This is an optimization exercise on Yosys and OpenROAD, whose aim is small area and a short achievable clock period, not a production implementation.
Only simulation tests tie the RTL to the original design; equivalence was not proved.
No activity file was given, so power comes from the tool's default toggle rates.

[config.mk]
export PLATFORM = sky130hd
export DESIGN_NAME = executeStage
export DESIGN_NICKNAME = executeStage
export VERILOG_FILES = /design/flow/design.v
export SDC_FILE = /design/flow/constraint.sdc
export NUM_CORES = 4
export LEC_CHECK = 0
export CAP_MARGIN = 20
export CORE_MARGIN = 2
export CORE_UTILIZATION = 40
export SETUP_SLACK_MARGIN = 0.2
export SLEW_MARGIN = 20
[run.sh]
#!/bin/bash
# synth_recipe.tcl (not shown) runs the flow's synth.tcl, then flattens the netlist and writes it again
# the make line also repeats each setting of config.mk as NAME=value (left out here)
make -C /OpenROAD-flow-scripts/flow DESIGN_CONFIG=/design/flow/config.mk WORK_HOME=/design/flow/orfs CLKGATE_MAP_FILE= SYNTH_SCRIPT=/design/flow/synth_recipe.tcl finish
[constraint.sdc]
create_clock -name core_clock -period 6.5 [get_ports {clk}]
set_input_delay 1.3000 -clock core_clock [delete_from_list [all_inputs] [get_ports {clk}]]
set_output_delay 1.3000 -clock core_clock [all_outputs]
set_load 0.01 [all_outputs]
[design.v]
`default_nettype none
package execPkg;
  localparam int XLEN = 32;
  typedef enum logic [4:0] {
    addOp,
    subOp,
    sllOp,
    sltOp,
    sltuOp,
    xorOp,
    srlOp,
    sraOp,
    orOp,
    andOp,
    luiOp,
    auipcOp,
    jalOp,
    jalrOp,
    beqOp,
    bneOp,
    bltOp,
    bgeOp,
    bltuOp,
    bgeuOp,
    lbOp,
    lhOp,
    lwOp,
    lbuOp,
    lhuOp,
    sbOp,
    shOp,
    swOp
  } AluOp;
  typedef enum logic [1:0] {
    bypassNone = 2'd0,
    bypassExec = 2'd1,
    bypassMem  = 2'd2
  } BypassSel;
  typedef enum logic [1:0] {
    memByte = 2'd0,
    memHalf = 2'd1,
    memWord = 2'd2
  } MemWidth;
endpackage
`default_nettype wire
`timescale 1ns/1ps
`default_nettype none
module operandSelect (
  input  logic [execPkg::XLEN-1:0] rs1Data,
  input  logic [execPkg::XLEN-1:0] rs2Data,
  input  logic [execPkg::XLEN-1:0] exFwdData,
  input  logic [execPkg::XLEN-1:0] memFwdData,
  input  logic [execPkg::XLEN-1:0] pc,
  input  logic [execPkg::XLEN-1:0] imm,
  input  execPkg::BypassSel        op1Bypass,
  input  execPkg::BypassSel        op2Bypass,
  input  execPkg::AluOp            aluOp,
  output logic [execPkg::XLEN-1:0] rs1Val,
  output logic [execPkg::XLEN-1:0] rs2Val,
  output logic [execPkg::XLEN-1:0] aluA,
  output logic [execPkg::XLEN-1:0] aluB,
  output logic [execPkg::XLEN-1:0] tgtBase,
  output logic [execPkg::XLEN-1:0] tgtOffset
);
  function automatic logic [execPkg::XLEN-1:0] pickOperand(
    input execPkg::BypassSel        sel,
    input logic [execPkg::XLEN-1:0] regVal,
    input logic [execPkg::XLEN-1:0] exVal,
    input logic [execPkg::XLEN-1:0] memVal
  );
    case (sel)
      execPkg::bypassExec: pickOperand = exVal;
      execPkg::bypassMem:  pickOperand = memVal;
      default:    pickOperand = regVal;
    endcase
  endfunction
  assign rs1Val = pickOperand(op1Bypass, rs1Data, exFwdData, memFwdData);
  assign rs2Val = pickOperand(op2Bypass, rs2Data, exFwdData, memFwdData);
  always_comb begin
    case (aluOp)
      execPkg::addOp, execPkg::subOp, execPkg::sllOp, execPkg::sltOp, execPkg::sltuOp, execPkg::xorOp, execPkg::srlOp, execPkg::sraOp, execPkg::orOp, execPkg::andOp,
      execPkg::beqOp, execPkg::bneOp, execPkg::bltOp, execPkg::bgeOp, execPkg::bltuOp, execPkg::bgeuOp: begin
        aluA = rs1Val;
        aluB = rs2Val;
      end
      execPkg::jalOp, execPkg::jalrOp: begin
        aluA = pc;
        aluB = execPkg::XLEN'(4);
      end
      execPkg::auipcOp: begin
        aluA = pc;
        aluB = imm;
      end
      execPkg::luiOp: begin
        aluA = '0;
        aluB = imm;
      end
      default: begin
        aluA = rs1Val;
        aluB = imm;
      end
    endcase
  end
  assign tgtBase   = (aluOp == execPkg::jalrOp) ? rs1Val : pc;
  assign tgtOffset = imm;
endmodule
`default_nettype wire
`timescale 1ns/1ps
`default_nettype none
module alu (
  input  execPkg::AluOp            aluOp,
  input  logic [execPkg::XLEN-1:0] aluA,
  input  logic [execPkg::XLEN-1:0] aluB,
  output logic [execPkg::XLEN-1:0] result,
  output logic                     isBranch,
  output logic                     taken,
  output logic                     isLoad,
  output logic                     isStore,
  output logic                     loadUnsigned,
  output execPkg::MemWidth         memWidth
);
  logic [4:0]      shamt;
  logic [execPkg::XLEN-1:0] sum;
  logic            equal;
  logic            lessSigned;
  logic            lessUnsigned;
  assign shamt        = aluB[4:0];
  assign sum          = aluA + aluB;
  assign equal        = (aluA == aluB);
  assign lessSigned   = ($signed(aluA) < $signed(aluB));
  assign lessUnsigned = (aluA < aluB);
  always_comb begin
    case (aluOp)
      execPkg::subOp:   result = aluA - aluB;
      execPkg::sllOp:   result = aluA << shamt;
      execPkg::sltOp:   result = execPkg::XLEN'(lessSigned);
      execPkg::sltuOp:  result = execPkg::XLEN'(lessUnsigned);
      execPkg::xorOp:   result = aluA ^ aluB;
      execPkg::srlOp:   result = aluA >> shamt;
      execPkg::sraOp:   result = $signed(aluA) >>> shamt;
      execPkg::orOp:    result = aluA | aluB;
      execPkg::andOp:   result = aluA & aluB;
      default: result = sum;
    endcase
  end
  always_comb begin
    isBranch = 1'b1;
    case (aluOp)
      execPkg::beqOp:         taken = equal;
      execPkg::bneOp:         taken = !equal;
      execPkg::bltOp:         taken = lessSigned;
      execPkg::bgeOp:         taken = !lessSigned;
      execPkg::bltuOp:        taken = lessUnsigned;
      execPkg::bgeuOp:        taken = !lessUnsigned;
      execPkg::jalOp, execPkg::jalrOp: taken = 1'b1;
      default: begin
        isBranch = 1'b0;
        taken    = 1'b0;
      end
    endcase
  end
  always_comb begin
    isLoad       = 1'b0;
    isStore      = 1'b0;
    loadUnsigned = 1'b0;
    memWidth     = execPkg::memWord;
    case (aluOp)
      execPkg::lbOp, execPkg::lbuOp: begin
        isLoad       = 1'b1;
        loadUnsigned = (aluOp == execPkg::lbuOp);
        memWidth     = execPkg::memByte;
      end
      execPkg::lhOp, execPkg::lhuOp: begin
        isLoad       = 1'b1;
        loadUnsigned = (aluOp == execPkg::lhuOp);
        memWidth     = execPkg::memHalf;
      end
      execPkg::lwOp: begin
        isLoad = 1'b1;
      end
      execPkg::sbOp: begin
        isStore  = 1'b1;
        memWidth = execPkg::memByte;
      end
      execPkg::shOp: begin
        isStore  = 1'b1;
        memWidth = execPkg::memHalf;
      end
      execPkg::swOp: begin
        isStore = 1'b1;
      end
      default: begin
      end
    endcase
  end
endmodule
`default_nettype wire
`timescale 1ns/1ps
`default_nettype none
module branchUnit (
  input  logic [execPkg::XLEN-1:0] pc,
  input  logic [execPkg::XLEN-1:0] tgtBase,
  input  logic [execPkg::XLEN-1:0] tgtOffset,
  input  logic [execPkg::XLEN-1:0] predNextPc,
  input  logic                     isBranch,
  input  logic                     taken,
  input  execPkg::AluOp            aluOp,
  output logic [execPkg::XLEN-1:0] nextPc,
  output logic                     mispredict
);
  logic [execPkg::XLEN-1:0] targetSum;
  logic [execPkg::XLEN-1:0] target;
  logic [execPkg::XLEN-1:0] seqPc;
  assign targetSum = tgtBase + tgtOffset;
  assign seqPc     = pc + execPkg::XLEN'(4);
  always_comb begin
    target = targetSum;
    if (aluOp == execPkg::jalrOp) begin
      target[0] = 1'b0;
    end
  end
  assign nextPc     = taken ? target : seqPc;
  assign mispredict = (nextPc != predNextPc);
endmodule
`default_nettype wire
`timescale 1ns/1ps
`default_nettype none
module exMemReg (
  input  logic                     clk,
  input  logic                     arstN,
  input  logic                     flush,
  input  logic                     inValid,
  output logic                     inReady,
  input  logic [execPkg::XLEN-1:0] pc,
  input  logic [execPkg::XLEN-1:0] result,
  input  logic [execPkg::XLEN-1:0] storeData,
  input  execPkg::MemWidth         memWidth,
  input  logic                     isLoad,
  input  logic                     isStore,
  input  logic                     loadUnsigned,
  input  logic                     rdWrite,
  input  logic [4:0]               rd,
  input  logic                     isBranch,
  input  logic                     taken,
  input  logic [execPkg::XLEN-1:0] nextPc,
  input  logic                     mispredict,
  output logic                     outValid,
  input  logic                     outReady,
  output logic [execPkg::XLEN-1:0] outPc,
  output logic [execPkg::XLEN-1:0] outResult,
  output logic [execPkg::XLEN-1:0] outStoreData,
  output execPkg::MemWidth         outMemWidth,
  output logic                     outIsLoad,
  output logic                     outIsStore,
  output logic                     outLoadUnsigned,
  output logic                     outRdWrite,
  output logic [4:0]               outRd,
  output logic                     outIsBranch,
  output logic                     outTaken,
  output logic [execPkg::XLEN-1:0] outNextPc,
  output logic                     outMispredict
);
  logic load;
  assign inReady = !flush && (!outValid || outReady);
  assign load    = inValid && inReady;
  always_ff @(posedge clk or negedge arstN) begin
    if (!arstN) begin
      outValid      <= 1'b0;
      outIsLoad     <= 1'b0;
      outIsStore    <= 1'b0;
      outRdWrite    <= 1'b0;
      outIsBranch   <= 1'b0;
      outTaken      <= 1'b0;
      outMispredict <= 1'b0;
    end else if (flush) begin
      outValid <= 1'b0;
    end else if (inReady) begin
      outValid <= inValid;
      if (inValid) begin
        outIsLoad     <= isLoad;
        outIsStore    <= isStore;
        outRdWrite    <= rdWrite;
        outIsBranch   <= isBranch;
        outTaken      <= taken;
        outMispredict <= mispredict;
      end
    end
  end
  always_ff @(posedge clk) begin
    if (load) begin
      outPc           <= pc;
      outResult       <= result;
      outStoreData    <= storeData;
      outMemWidth     <= memWidth;
      outLoadUnsigned <= loadUnsigned;
      outRd           <= rd;
      outNextPc       <= nextPc;
    end
  end
endmodule
`default_nettype wire
`timescale 1ns/1ps
`default_nettype none
module executeStage (
  input  logic                     clk,
  input  logic                     arstN,
  input  logic                     flush,
  input  logic                     inValid,
  output logic                     inReady,
  input  logic [execPkg::XLEN-1:0] inPc,
  input  logic [execPkg::XLEN-1:0] inRs1Data,
  input  logic [execPkg::XLEN-1:0] inRs2Data,
  input  logic [execPkg::XLEN-1:0] inImm,
  input  execPkg::AluOp            inAluOp,
  input  execPkg::BypassSel        inOp1Bypass,
  input  execPkg::BypassSel        inOp2Bypass,
  input  logic [execPkg::XLEN-1:0] inPredNextPc,
  input  logic [4:0]               inRd,
  input  logic                     inRdWrite,
  input  logic [execPkg::XLEN-1:0] exFwdData,
  input  logic [execPkg::XLEN-1:0] memFwdData,
  output logic                     outValid,
  input  logic                     outReady,
  output logic [execPkg::XLEN-1:0] outPc,
  output logic [execPkg::XLEN-1:0] outResult,
  output logic [execPkg::XLEN-1:0] outStoreData,
  output execPkg::MemWidth         outMemWidth,
  output logic                     outIsLoad,
  output logic                     outIsStore,
  output logic                     outLoadUnsigned,
  output logic                     outRdWrite,
  output logic [4:0]               outRd,
  output logic                     outIsBranch,
  output logic                     outTaken,
  output logic [execPkg::XLEN-1:0] outNextPc,
  output logic                     outMispredict
);
  logic [execPkg::XLEN-1:0] rs1Val;
  logic [execPkg::XLEN-1:0] rs2Val;
  logic [execPkg::XLEN-1:0] aluA;
  logic [execPkg::XLEN-1:0] aluB;
  logic [execPkg::XLEN-1:0] tgtBase;
  logic [execPkg::XLEN-1:0] tgtOffset;
  logic [execPkg::XLEN-1:0] result;
  logic [execPkg::XLEN-1:0] nextPc;
  logic            isBranch;
  logic            taken;
  logic            isLoad;
  logic            isStore;
  logic            loadUnsigned;
  logic            mispredict;
  execPkg::MemWidth         memWidth;
  operandSelect uOperandSelect (
    .rs1Data(inRs1Data), .rs2Data(inRs2Data),
    .exFwdData(exFwdData), .memFwdData(memFwdData),
    .pc(inPc), .imm(inImm),
    .op1Bypass(inOp1Bypass), .op2Bypass(inOp2Bypass), .aluOp(inAluOp),
    .rs1Val(rs1Val), .rs2Val(rs2Val), .aluA(aluA), .aluB(aluB),
    .tgtBase(tgtBase), .tgtOffset(tgtOffset)
  );
  alu uAlu (
    .aluOp(inAluOp), .aluA(aluA), .aluB(aluB), .result(result),
    .isBranch(isBranch), .taken(taken), .isLoad(isLoad), .isStore(isStore),
    .loadUnsigned(loadUnsigned), .memWidth(memWidth)
  );
  branchUnit uBranchUnit (
    .pc(inPc), .tgtBase(tgtBase), .tgtOffset(tgtOffset), .predNextPc(inPredNextPc),
    .isBranch(isBranch), .taken(taken), .aluOp(inAluOp),
    .nextPc(nextPc), .mispredict(mispredict)
  );
  exMemReg uExMemReg (
    .clk(clk), .arstN(arstN), .flush(flush),
    .inValid(inValid), .inReady(inReady),
    .pc(inPc), .result(result), .storeData(rs2Val), .memWidth(memWidth),
    .isLoad(isLoad), .isStore(isStore), .loadUnsigned(loadUnsigned),
    .rdWrite(inRdWrite), .rd(inRd), .isBranch(isBranch), .taken(taken),
    .nextPc(nextPc), .mispredict(mispredict),
    .outValid(outValid), .outReady(outReady),
    .outPc(outPc), .outResult(outResult), .outStoreData(outStoreData),
    .outMemWidth(outMemWidth), .outIsLoad(outIsLoad), .outIsStore(outIsStore),
    .outLoadUnsigned(outLoadUnsigned), .outRdWrite(outRdWrite), .outRd(outRd),
    .outIsBranch(outIsBranch), .outTaken(outTaken), .outNextPc(outNextPc),
    .outMispredict(outMispredict)
  );
endmodule
`default_nettype wire
==> results list <==
* Number of nets at the end of the flow: 3410
- Most common cell after layout, fill and taps aside: clkdlybuf4s50_1
- TritonCTS created 17 clock buffers.
- In this run the static leakage power is 11.2 nW.
* Area occupied by registers: 4260 sq um
- The initialized floorplan defines 79 standard-cell rows.
- Detailed placement ended at an HPWL of 81300 um.
* Critical Path, Cell by Cell: clkdlybuf4s50_1, inv_1, ha_1, buf_6, buf_12, a221o_1, o21ai_0, o2bb2ai_1, ha_1, nor4_4, nand4_2, or4_1, nand4_1, o31ai_2, a41oi_4, nand2_4, or4_4, a2111oi_4, nand4_1, nor4_1, nor2_1
* Number of routed nets with antenna violations: 0
- At the worst endpoint, the arrival time is 6.51 ns.
* Leading register cell type out of synthesis: edfxtp_1
* Power density of the placed cells: 219 nW/um^2
* Type of the most critical hold path: reg2reg
* DIE AREA: 48900 sq um
* Count of buffers inserted at the top-level ports: 387
* GRT Util Overall: 0.397
- Number of global-route vias before repair: 22.3k
- Average via count per standard cell: 6.32
- In this run the count of I/O pins placed on the die edge is 388.
- Once layout is complete, the utilization of the core stands at 0.572.
* Average cell area after synthesis: 7.83 sq um
* Fill cell instance count of the final layout: 4297
- Classification of the worst setup path: in2reg
* Critical Path Stages: 21
- Post-route cell area: 26600 sq um
* Number of enable-type register cells in the synthesized netlist: 136
- Total Neg Setup Slack: 0 ns
- Critical register-to-register path endpoint: uExMemReg.outMispredict$_DFFE_PN0P_
* Final wirelength: 100000 um
- The netlist uses 96 different library cells.
* RSZ-0062 raised after global routing: no
- The count of endpoints failing hold in the final timing report is 0.
* Multi-input combinational cell area: 13500 sq um
* Synth Instances: 2407
- Across all layers, the routed design uses 23.1k vias.
- Clock-pin slew reported for the worst setup and hold paths after clock tree synthesis: 0.07 ns
- Counting both buffers and inverters, the worst setup path holds a total of 4.
* F_max: 0.163 GHz
- Top cells by area in the synthesized netlist: edfxtp_1 22%, ha_1 8.8%, mux2i_1 7.1%, o21ai_0 6.5%, nand2_1 5.2%
* Post-DP Area: 25800 sq um
- For this configuration, the core starts out at a cell density of 0.405.
- After detailed routing, the number of remaining DRC violations is 0.
* Cell at the root of the clock tree: clkbuf_16
* Post-synthesis sequential area ratio: 0.226
- Final hold analysis gives a worst-case slack of 0.506 ns.
* Post-route clock period utilization: 0.942
* Largest delay share family, worst path: simple AND/OR/NAND/NOR gates
* Area fraction of the dominant cell type after synthesis: 0.217
* Min Clock Period, post-route: 6.13 ns
- The slowest stage of the critical path belongs to the cell or4_4.
* Global-route wire length before repair: 146000 um
- Grt total ovfl: 0
- Synthesized netlist net count: 2787
* Clock latency (worst-skew pair): 0.51 ns
* Pin count of the biggest net entering global routing: 74
- Max Slew Vio Count: 0
- Initial antenna violation count: 0
- Synthesis inferred 143 register bits.
- Layout area overhead: 41.2%
* Post-place setup slack: -0.316 ns
* DRT iter0 DRCs: 3152
* Die height: 221 um
- Ratio of cells with drive above 1 in the final layout: 0.166
- Result of the run: timing/DRC/antenna clean
* Maximum VDD drop: 215 uV
* CTS hold repair buffers: 0
* Final setup vio count: 0
- Buffer levels on the longest clock path: 2
- Max_cap viols: 0
- CP Launch Type: primary input
- Counting flops with an async set or reset pin after synthesis yields a share of 0.0490.
- Antenna diodes: 0
- TritonCTS Sinks: 143
- Wire length per cell: 27.5 um
- Path depth of the worst reg2reg path: 14
- Origin of the worst setup path: inOp1Bypass[0]
- Final critical-path setup slack: 0.375 ns
- Data required time at the worst endpoint: 6.88 ns
- Routability congestion estimate: 1.07
- Post-synthesis cell type with the largest combined area: edfxtp_1
* Synth warnings: 4
- In this run the register-to-register setup slack is 3.60 ns.
- TritonCTS built the clock tree.
* Worst reg2reg startpoint: uExMemReg.outValid$_DFFE_PN0P_
* Transition at the pin with the smallest max-transition slack: 0.889 ns
* Number of levels the H-tree was split into: 4
- The largest single stage delay on the critical path is 0.55 ns.
- The most critical setup path has its endpoint at uExMemReg.outMispredict$_DFFE_PN0P_.
* Highest-count cells in the layout ignoring fill and taps: 386 x clkdlybuf4s50_1, 366 x buf_4, 262 x nand2_1
- Post-Syn Area: 18900 sq um
- Std-Cell Core Area: 46600 sq um
- Slew Limit Headroom: 0.403
- The first detailed-routing pass ran for 8 iterations.
- Of all nets on the critical path, the largest fanout is 22.
* Critical Path Sink Type: flip-flop
- Measured along the x axis, the die boundary spans 221 um.
- Largest clock skew in the final design: 0.0213 ns
-- Yosys cell counts, types with 18 or more instances --
master and count:
nand2_1 262, o21ai_0 245, nor2_1 182, a21oi_1 170, inv_1 153, edfxtp_1 136
mux2i_1 134, ha_1 133, clkbuf_1 103, a221o_1 71, xnor2_1 57, a211oi_1 42
nor3_1 41, nand3_1 36, xor2_1 35, a21o_1 34, o2bb2ai_1 33, nand2b_1 32
buf_2 29, o22ai_1 28, and3_1 25, o21bai_1 24, buf_1 23, a31oi_1 22
nand4_1 22, o221ai_1 18
-- kinds of logic after synthesis --
group | synth area share
buf+inv | 0.0680
fa+ha+maj | 0.0915
simple gates | 0.174
compound gates | 0.312
mux | 0.0819
xor+xnor | 0.0475
flops | 0.226
-- worst register-to-register path, cell delays in order, from the launching register on --
cell       delay, ns
dfrtp_1         0.38
nor2b_1         0.15
nor2_1          0.13
nand2_1         0.07
buf_4           0.22
inv_6           0.08
o2111ai_1       0.15
a21o_1          0.19
a211oi_1        0.34
nand4_1         0.22
mux2i_1         0.22
o2111a_1        0.21
nand4_1         0.11
nor4_1          0.26
nor2_1          0.06
-- area by class of cell --
type,count,share of cell area
Sequential cell,143,0.160
Clock buffer,17,0.0160
Multi-Input combinational cell,1943,0.509
Timing Repair Buffer,768,0.258
Inverter,157,0.0224
Tap cell,607,0.0285
Clock inverter,15,0.00625
-- state kept, by name (all words and copies together) (netlist names) --
signal	flops
uExMemReg.outIsBranch	1
uExMemReg.outIsLoad	1
uExMemReg.outIsStore	1
uExMemReg.outLoadUnsigned	1
uExMemReg.outMemWidth	2
uExMemReg.outMispredict	1
uExMemReg.outNextPc	32
uExMemReg.outPc	32
uExMemReg.outRd	5
uExMemReg.outRdWrite	1
uExMemReg.outResult	32
uExMemReg.outStoreData	32
uExMemReg.outTaken	1
uExMemReg.outValid	1
-- routing by layer --
metal	global-route usage	wire length (um)
met1	0.514	40500
met2	0.640	45600
met3	0.0671	8640
met4	0.194	5740
met5	0	0
-- worst min-delay path by stage --
| stage | startpoint | slack, ns | depth (start not counted) | to |
|---|---|---|---|---|
| 5_1_grt | uExMemReg.outIsLoad$_DFFE_PN0P_ | 0.53 | 1 | uExMemReg.outIsLoad$_DFFE_PN0P_ |
| 6_report | uExMemReg.outRdWrite$_DFFE_PN0P_ | 0.51 | 2 | uExMemReg.outRdWrite$_DFFE_PN0P_ |
| 4_1_cts | uExMemReg.outRdWrite$_DFFE_PN0P_ | 0.51 | 2 | uExMemReg.outRdWrite$_DFFE_PN0P_ |
| 3_5_place_dp | uExMemReg.outRdWrite$_DFFE_PN0P_ | 0.48 | 2 | uExMemReg.outRdWrite$_DFFE_PN0P_ |
| 2_1_floorplan | uExMemReg.outRdWrite$_DFFE_PN0P_ | 0.51 | 2 | uExMemReg.outRdWrite$_DFFE_PN0P_ |
| 3_3_place_gp | uExMemReg.outRdWrite$_DFFE_PN0P_ | 0.47 | 2 | uExMemReg.outRdWrite$_DFFE_PN0P_ |
-- per-stage QoR --
step                      power [mW]  std cells
after floorplan                 3.03       2407
after global placement          4.61       3617
after detailed placement        4.62       3617
after CTS                       5.69       3649
after global routing            6.07       3650
final                           5.82       3650
-- repair_timing --
item | in CTS | in global routing
gates resized for setup | 0 | 62
setup buffers | 0 | 1
setup endpoints to repair | 0 | 9
-- power by group --
part	leakage (nW)	total, mW	switching, mW	internal (mW)
sequential	1.36	1.13	0.0209	1.11
combinational	9.54	3.64	2.12	1.52
clock	0.282	1.05	0.504	0.545

-- static timing again, ports no longer ideal --
Ports are ideal in the flow. The routed layout listed here was re-timed in OpenROAD. Step 1 (the two cells are an assumption about what drives the block):
set clk [get_ports {clk}]
set_driving_cell -lib_cell sky130_fd_sc_hd__clkbuf_16 $clk
set_driving_cell -lib_cell sky130_fd_sc_hd__buf_2 [delete_from_list [all_inputs] $clk]
Step 2 also shifts input and output timing later by t, the mid clock arrival at the registers, as if the neighbouring blocks saw the same clock. Three values: no drivers, after step 1, after step 2; two values: the first two.
t, ns: 0.560
setup WS [ns]: 0.375 / 0.408 / -0.153
hold WS [ns]: 0.506 / 0.506 / 0.506
cell pins on the clock port's net: 1
With both steps, setup timing fails in this run, where it was met with ideal ports. For this run, drivers alone change the setup slack by +0.033 ns; drivers and shift together by -0.528 ns.
